What follows belongs to an exercise in optimizing a design on an open flow for small area and few clock cycles per item; a production flow would make more cautious choices. Only simulation tests tie the RTL to the original design; equivalence was not proved. Power and IR drop assume default switching activity.

== job 8603 ==
// sorted_list_engine
module sorted_list_engine #(
  parameter int DEPTH       = 16,
  parameter int VALUE_WIDTH = 16
) (
  input  logic        clk,
  input  logic        rst,
  input  logic        s_tvalid,
  output logic        s_tready,
  input  logic [23:0] s_tdata,   
  input  logic [1:0]  s_tuser,   
  output logic        m_tvalid,
  input  logic        m_tready,
  output logic [23:0] m_tdata,   
  output logic [3:0]  m_tuser    
);
  localparam int CW = $clog2(DEPTH + 1);
  localparam int XW = (CW > INDEX_W) ? CW : INDEX_W;
  logic [CW-1:0]          cnt;
  logic [CW-1:0]          cnt_next;
  logic                   accept;
  logic [1:0]             op;
  logic [INDEX_W-1:0]     idx;
  logic [VALUE_WIDTH+FIELD_W-1:0] key_ext;
  logic [VALUE_WIDTH-1:0] key;
  logic                   full;
  logic                   present;
  sle_pkg::sle_cmd_t      cmd;
  logic [VALUE_WIDTH-1:0] cell_val [DEPTH];
  logic [DEPTH-1:0]       cell_valid;
  logic [DEPTH-1:0]       cell_lt;
  logic [DEPTH-1:0]       cell_eq;
  logic [VALUE_WIDTH-1:0] rd_slot  [READ_SLOTS];
  logic [VALUE_WIDTH-1:0] rd_val;
  logic [VALUE_WIDTH+FIELD_W-1:0] rd_ext;
  logic [VALUE_WIDTH+FIELD_W-1:0] rm_ext;
  logic [FIELD_W-1:0]     res_data;
  logic                   res_found;
  logic [2:0]             res_status;
  logic [CW+COUNT_W-1:0]  cnt_ext;
  assign accept  = s_tvalid && s_tready;
  assign s_tready = !m_tvalid || m_tready;
  assign op      = s_tuser;
  assign idx     = s_tdata[FIELD_W+INDEX_W-1:FIELD_W];
  assign key_ext = {{VALUE_WIDTH{1'b0}}, s_tdata[FIELD_W-1:0]};
  assign key     = key_ext[VALUE_WIDTH-1:0];
  assign full    = (cnt == CW'(DEPTH));
  assign present = |cell_eq;
  always_comb begin
    cmd.ins = accept && (op == OP_INSERT) && !full;
    cmd.rem = accept && (op == OP_REMOVE) && present;
  end
  genvar gi;
  generate
    for (gi = 0; gi < DEPTH; gi++) begin : g_cell
      logic [VALUE_WIDTH-1:0] lv;
      logic                   llt;
      logic [VALUE_WIDTH-1:0] rv;
      assign cell_valid[gi] = (cnt > CW'(gi));
      if (gi == 0) begin : g_first
        assign lv  = '0;
        assign llt = 1'b1;
      end else begin : g_inner
  ...
Size: about 60 I/O pins.
export LEC_CHECK = 0
export CAP_MARGIN = 20
export CORE_MARGIN = 2
export CORE_UTILIZATION = 50
export CTS_BUF_LIST = sky130_fd_sc_hd__clkbuf_8
export CTS_CLUSTER_DIAMETER = 50
export CTS_CLUSTER_SIZE = 12
export SETUP_SLACK_MARGIN = 0.2
export SLEW_MARGIN = 20
create_clock -name core_clock -period 5.0 [get_ports {clk}]
standard.sh (not shown) runs the stock make flow with config.mk's settings and CLKGATE_MAP_FILE= SYNTH_SCRIPT=/design/flow/synth_recipe.tcl, a recipe that flattens the netlist after the stock synthesis.
==> flow/flow/run.sh <==
#!/bin/bash
# Own layout flow: the standard synthesis, then the combinational logic of
# its netlist re-mapped by ABC for the least area within a delay target, and sized for
# 1500 ps logic delay (registers, their
# names and cell types untouched), then the standard layout from there.
set -euo pipefail
R=orfs/results/$FLOW_PLATFORM/sorted_list_engine/base
LIB=$FLOW_HOME/platforms/$FLOW_PLATFORM/lib/sky130_fd_sc_hd__tt_025C_1v80.lib
bash standard.sh synth > log_synth.txt 2>&1
cp $R/1_2_yosys.v std_netlist.v
ABC_SCRIPT=$(cat flow/abc_script.txt)
yosys -p "read_liberty -ignore_miss_func $LIB; read_verilog std_netlist.v; hierarchy -top $FLOW_TOP; setattr -mod -set keep_hierarchy 1 sky130_fd_sc_hd__df* sky130_fd_sc_hd__edf* sky130_fd_sc_hd__sdf* sky130_fd_sc_hd__dl* sky130_fd_sc_hd__conb_1; flatten; opt_clean; tee -o remap_pre.txt stat -liberty $LIB; abc -liberty $LIB -dont_use sky130_fd_sc_hd__lpflow_bleeder_1 -dont_use sky130_fd_sc_hd__lpflow_clkbufkapwr_1 -dont_use sky130_fd_sc_hd__lpflow_clkbufkapwr_16 -dont_use sky130_fd_sc_hd__lpflow_clkbufkapwr_2 -dont_use sky130_fd_sc_hd__lpflow_clkbufkapwr_4 -dont_use sky130_fd_sc_hd__lpflow_clkbufkapwr_8 -dont_use sky130_fd_sc_hd__lpflow_clkinvkapwr_1 -dont_use sky130_fd_sc_hd__lpflow_clkinvkapwr_16 -dont_use sky130_fd_sc_hd__lpflow_clkinvkapwr_2 -dont_use sky130_fd_sc_hd__lpflow_clkinvkapwr_4 -dont_use sky130_fd_sc_hd__lpflow_clkinvkapwr_8 -dont_use sky130_fd_sc_hd__lpflow_decapkapwr_12 -dont_use sky130_fd_sc_hd__lpflow_decapkapwr_3 -dont_use sky130_fd_sc_hd__lpflow_decapkapwr_4 -dont_use sky130_fd_sc_hd__lpflow_decapkapwr_6 -dont_use sky130_fd_sc_hd__lpflow_decapkapwr_8 -dont_use sky130_fd_sc_hd__lpflow_inputiso0n_1 -dont_use sky130_fd_sc_hd__lpflow_inputiso0p_1 -dont_use sky130_fd_sc_hd__lpflow_inputiso1n_1 -dont_use sky130_fd_sc_hd__lpflow_inputiso1p_1 -dont_use sky130_fd_sc_hd__lpflow_inputisolatch_1 -dont_use sky130_fd_sc_hd__lpflow_isobufsrc_1 -dont_use sky130_fd_sc_hd__lpflow_isobufsrc_16 -dont_use sky130_fd_sc_hd__lpflow_isobufsrc_2 -dont_use sky130_fd_sc_hd__lpflow_isobufsrc_4 -dont_use sky130_fd_sc_hd__lpflow_isobufsrc_8 -dont_use sky130_fd_sc_hd__lpflow_isobufsrckapwr_16 -dont_use sky130_fd_sc_hd__lpflow_lsbuf_lh_hl_isowell_tap_1 -dont_use sky130_fd_sc_hd__lpflow_lsbuf_lh_hl_isowell_tap_2 -dont_use sky130_fd_sc_hd__lpflow_lsbuf_lh_hl_isowell_tap_4 -dont_use sky130_fd_sc_hd__lpflow_lsbuf_lh_isowell_4 -dont_use sky130_fd_sc_hd__lpflow_lsbuf_lh_isowell_tap_1 -dont_use sky130_fd_sc_hd__lpflow_lsbuf_lh_isowell_tap_2 -dont_use sky130_fd_sc_hd__lpflow_lsbuf_lh_isowell_tap_4 -dont_use sky130_fd_sc_hd__probe_p_8 -dont_use sky130_fd_sc_hd__probec_p_8 -dont_use sky130_fd_sc_hd__clkdlybuf4s* -dont_use sky130_fd_sc_hd__dlygate* -dont_use sky130_fd_sc_hd__dlymetal*  -D 1500 -script $ABC_SCRIPT; opt_clean -purge; tee -o remap_post.txt stat -liberty $LIB; select $FLOW_TOP; write_verilog -noattr -selected remap_netlist.v" > log_remap.txt 2>&1
cp remap_netlist.v $R/1_2_yosys.v
rm -f $R/1_synth.odb $R/1_synth.sdc
# ports are buffered with the smallest buffer; the resizer sizes them up where needed
bash standard.sh "BUFFER_PORTS_ARGS=-buffer_cell sky130_fd_sc_hd__buf_1" finish > log_layout.txt 2>&1
==> flow/flow/abc_script.txt <==
+strash;dc2;dch,-f;map,{D};topo;buffer,-p;upsize,{D};dnsize,{D};stime,-p;
Every stage of the flow completed for job 8603, and the final layout passed the timing, DRC and antenna checks.
Testbench counts of job 8603, summed over its fixed seeds: cycles 12,008, items 12,000.
What job 8147 does differently from job 8603 at the input level:
- CTS_CLUSTER_DIAMETER changed from 50 to 60
- CTS_CLUSTER_SIZE changed from 12 to 16
==> flow/flow/abc_script.txt <==
+strash;dc2;dc2;dch,-f;map,{D};topo;buffer,-p;upsize,{D};dnsize,{D};stime,-p;
Results
In the reports for job 8147 and job 8603, the smaller initial antenna violation count belongs to job 8147.
In job 8147 relative to job 8603, met2 wire length had gone down slightly.
Of the two values seen for kind of critical path, primary input to register was produced by job 8147 and register to register by job 8603.
Job 8603 was routed with more vias than job 8147.
Cell count down 132 in job 8147 wrt job 8603
The lower buffering overhead came out of job 8603.
Delta (job 8147 minus job 8603): die area down 2.2%; worst reg-to-reg path cell count up 3.
> inputs changed (job 8147 -> job 2532)
==> flow/flow/abc_script.txt <==
+strash;dc2;dch,-f;map,{D};topo;buffer,-p;upsize,{D};dnsize,{D};stime,-p;
Job 2532 vs. job 8147: number of cells on the worst reg-to-reg path -5, clock power went down about 6%. Share of power burned in combinational logic ends up higher on job 2532. Job 2532 -> job 8147: number of max-cap violations delta 0, exact match. Run comparison: job 2532 cell at the slowest stage of the critical path a21oi_1; job 8147 cell at the slowest stage of the critical path nor3b_1. Re cell count after synthesis: job 8147 and job 2532 aren't equal, and the lower value belongs to job 8147. In job 2532, shortest clock period the worst path allows after layout is lower than in job 8147.

---

Starting RTL as in the previous note.
clock: 5.0 ns
lec_check: 0
cap_margin: 20
core_margin: 2
core_utilization: 50
cts_buf_list: sky130_fd_sc_hd__clkbuf_8
cts_cluster_diameter: 50
cts_cluster_size: 12
gpl_timing_driven: 0
slew_margin: 20
==> flow/flow/run.sh <==
#!/bin/bash
# Own layout flow: the standard synthesis, then the combinational logic of
# its netlist re-mapped by ABC for the least area within a delay target, and sized for
# 1500 ps logic delay (registers, their
# names and cell types untouched), then the standard layout from there.
set -euo pipefail
R=orfs/results/$FLOW_PLATFORM/sorted_list_engine/base
LIB=$FLOW_HOME/platforms/$FLOW_PLATFORM/lib/sky130_fd_sc_hd__tt_025C_1v80.lib
bash standard.sh synth > log_synth.txt 2>&1
cp $R/1_2_yosys.v std_netlist.v
ABC_SCRIPT=$(cat flow/abc_script.txt)
yosys -p "read_liberty -ignore_miss_func $LIB; read_verilog std_netlist.v; hierarchy -top $FLOW_TOP; setattr -mod -set keep_hierarchy 1 sky130_fd_sc_hd__df* sky130_fd_sc_hd__edf* sky130_fd_sc_hd__sdf* sky130_fd_sc_hd__dl* sky130_fd_sc_hd__conb_1; flatten; opt_clean; tee -o remap_pre.txt stat -liberty $LIB; abc -liberty $LIB -dont_use sky130_fd_sc_hd__lpflow_bleeder_1 -dont_use sky130_fd_sc_hd__lpflow_clkbufkapwr_1 -dont_use sky130_fd_sc_hd__lpflow_clkbufkapwr_16 -dont_use sky130_fd_sc_hd__lpflow_clkbufkapwr_2 -dont_use sky130_fd_sc_hd__lpflow_clkbufkapwr_4 -dont_use sky130_fd_sc_hd__lpflow_clkbufkapwr_8 -dont_use sky130_fd_sc_hd__lpflow_clkinvkapwr_1 -dont_use sky130_fd_sc_hd__lpflow_clkinvkapwr_16 -dont_use sky130_fd_sc_hd__lpflow_clkinvkapwr_2 -dont_use sky130_fd_sc_hd__lpflow_clkinvkapwr_4 -dont_use sky130_fd_sc_hd__lpflow_clkinvkapwr_8 -dont_use sky130_fd_sc_hd__lpflow_decapkapwr_12 -dont_use sky130_fd_sc_hd__lpflow_decapkapwr_3 -dont_use sky130_fd_sc_hd__lpflow_decapkapwr_4 -dont_use sky130_fd_sc_hd__lpflow_decapkapwr_6 -dont_use sky130_fd_sc_hd__lpflow_decapkapwr_8 -dont_use sky130_fd_sc_hd__lpflow_inputiso0n_1 -dont_use sky130_fd_sc_hd__lpflow_inputiso0p_1 -dont_use sky130_fd_sc_hd__lpflow_inputiso1n_1 -dont_use sky130_fd_sc_hd__lpflow_inputiso1p_1 -dont_use sky130_fd_sc_hd__lpflow_inputisolatch_1 -dont_use sky130_fd_sc_hd__lpflow_isobufsrc_1 -dont_use sky130_fd_sc_hd__lpflow_isobufsrc_16 -dont_use sky130_fd_sc_hd__lpflow_isobufsrc_2 -dont_use sky130_fd_sc_hd__lpflow_isobufsrc_4 -dont_use sky130_fd_sc_hd__lpflow_isobufsrc_8 -dont_use sky130_fd_sc_hd__lpflow_isobufsrckapwr_16 -dont_use sky130_fd_sc_hd__lpflow_lsbuf_lh_hl_isowell_tap_1 -dont_use sky130_fd_sc_hd__lpflow_lsbuf_lh_hl_isowell_tap_2 -dont_use sky130_fd_sc_hd__lpflow_lsbuf_lh_hl_isowell_tap_4 -dont_use sky130_fd_sc_hd__lpflow_lsbuf_lh_isowell_4 -dont_use sky130_fd_sc_hd__lpflow_lsbuf_lh_isowell_tap_1 -dont_use sky130_fd_sc_hd__lpflow_lsbuf_lh_isowell_tap_2 -dont_use sky130_fd_sc_hd__lpflow_lsbuf_lh_isowell_tap_4 -dont_use sky130_fd_sc_hd__probe_p_8 -dont_use sky130_fd_sc_hd__probec_p_8  -D 1500 -script $ABC_SCRIPT; opt_clean -purge; tee -o remap_post.txt stat -liberty $LIB; select $FLOW_TOP; write_verilog -noattr -selected remap_netlist.v" > log_remap.txt 2>&1
cp remap_netlist.v $R/1_2_yosys.v
rm -f $R/1_synth.odb $R/1_synth.sdc
bash standard.sh > log_layout.txt 2>&1
Other scripts of this flow, unchanged in this note and not shown: flow/flow/abc_script.txt
The baseline completed, yet does not pass: setup timing.
Testbench counts at the start, summed over its fixed seeds: cycles 12,008, items 12,000.
Rerun with:
- GPL_TIMING_DRIVEN: 0 -> not set
Result: The changed run reached the layout checks and failed them: setup timing; die area stays the same; power is higher by 3.4%; wire length is higher by 0.89%.

## port drivers added, routing unchanged
How much do the figures lean on ideal ports? The routed layouts below were timed once more, with nothing changed but the port constraints. Step 1 sets driving cells, clkbuf_16 on the clock port and buf_2 on the other inputs (assumed; they add their load-dependent delay and slew). Step 2 adds t to the input delays and takes it off the output delays; t is the mean of the earliest and latest rising clock arrival at the registers after step 1. Input paths then give back, and output paths get back, about the clock's delay inside the block. Slacks: ideal / step 1 / step 2; pairs: ideal / step 1.
run | t (ns) | slack for setup (ns) | worst register clock-pin slew, ns | worst slew at a driven data input, ns | pins driven straight from the clock port
job 8603 | 0.712 | 0.335 / 0.335 / -0.218 | 0.09 / 0.09 | 0.04 | 1
job 8147 | 0.700 | 0.471 / 0.496 / -0.204 | 0.11 / 0.11 | 0.04 | 1
job 2532 | 0.743 | 0.549 / 0.549 / -0.133 | 0.11 / 0.11 | 0.03 | 1
the first run of note 2 | 0.707 | -0.296 / -0.264 / -0.971 | 0.09 / 0.09 | 0.07 | 1
the second run of note 2 | 0.744 | -0.170 / -0.142 / -0.886 | 0.09 / 0.09 | 0.04 | 1
Met with ideal ports but missed after step 2: setup timing in job 8603, job 8147 and job 2532. For the second run of note 2, which loses most, drivers alone change the setup slack by +0.028 ns; drivers and shift together by -0.716 ns.
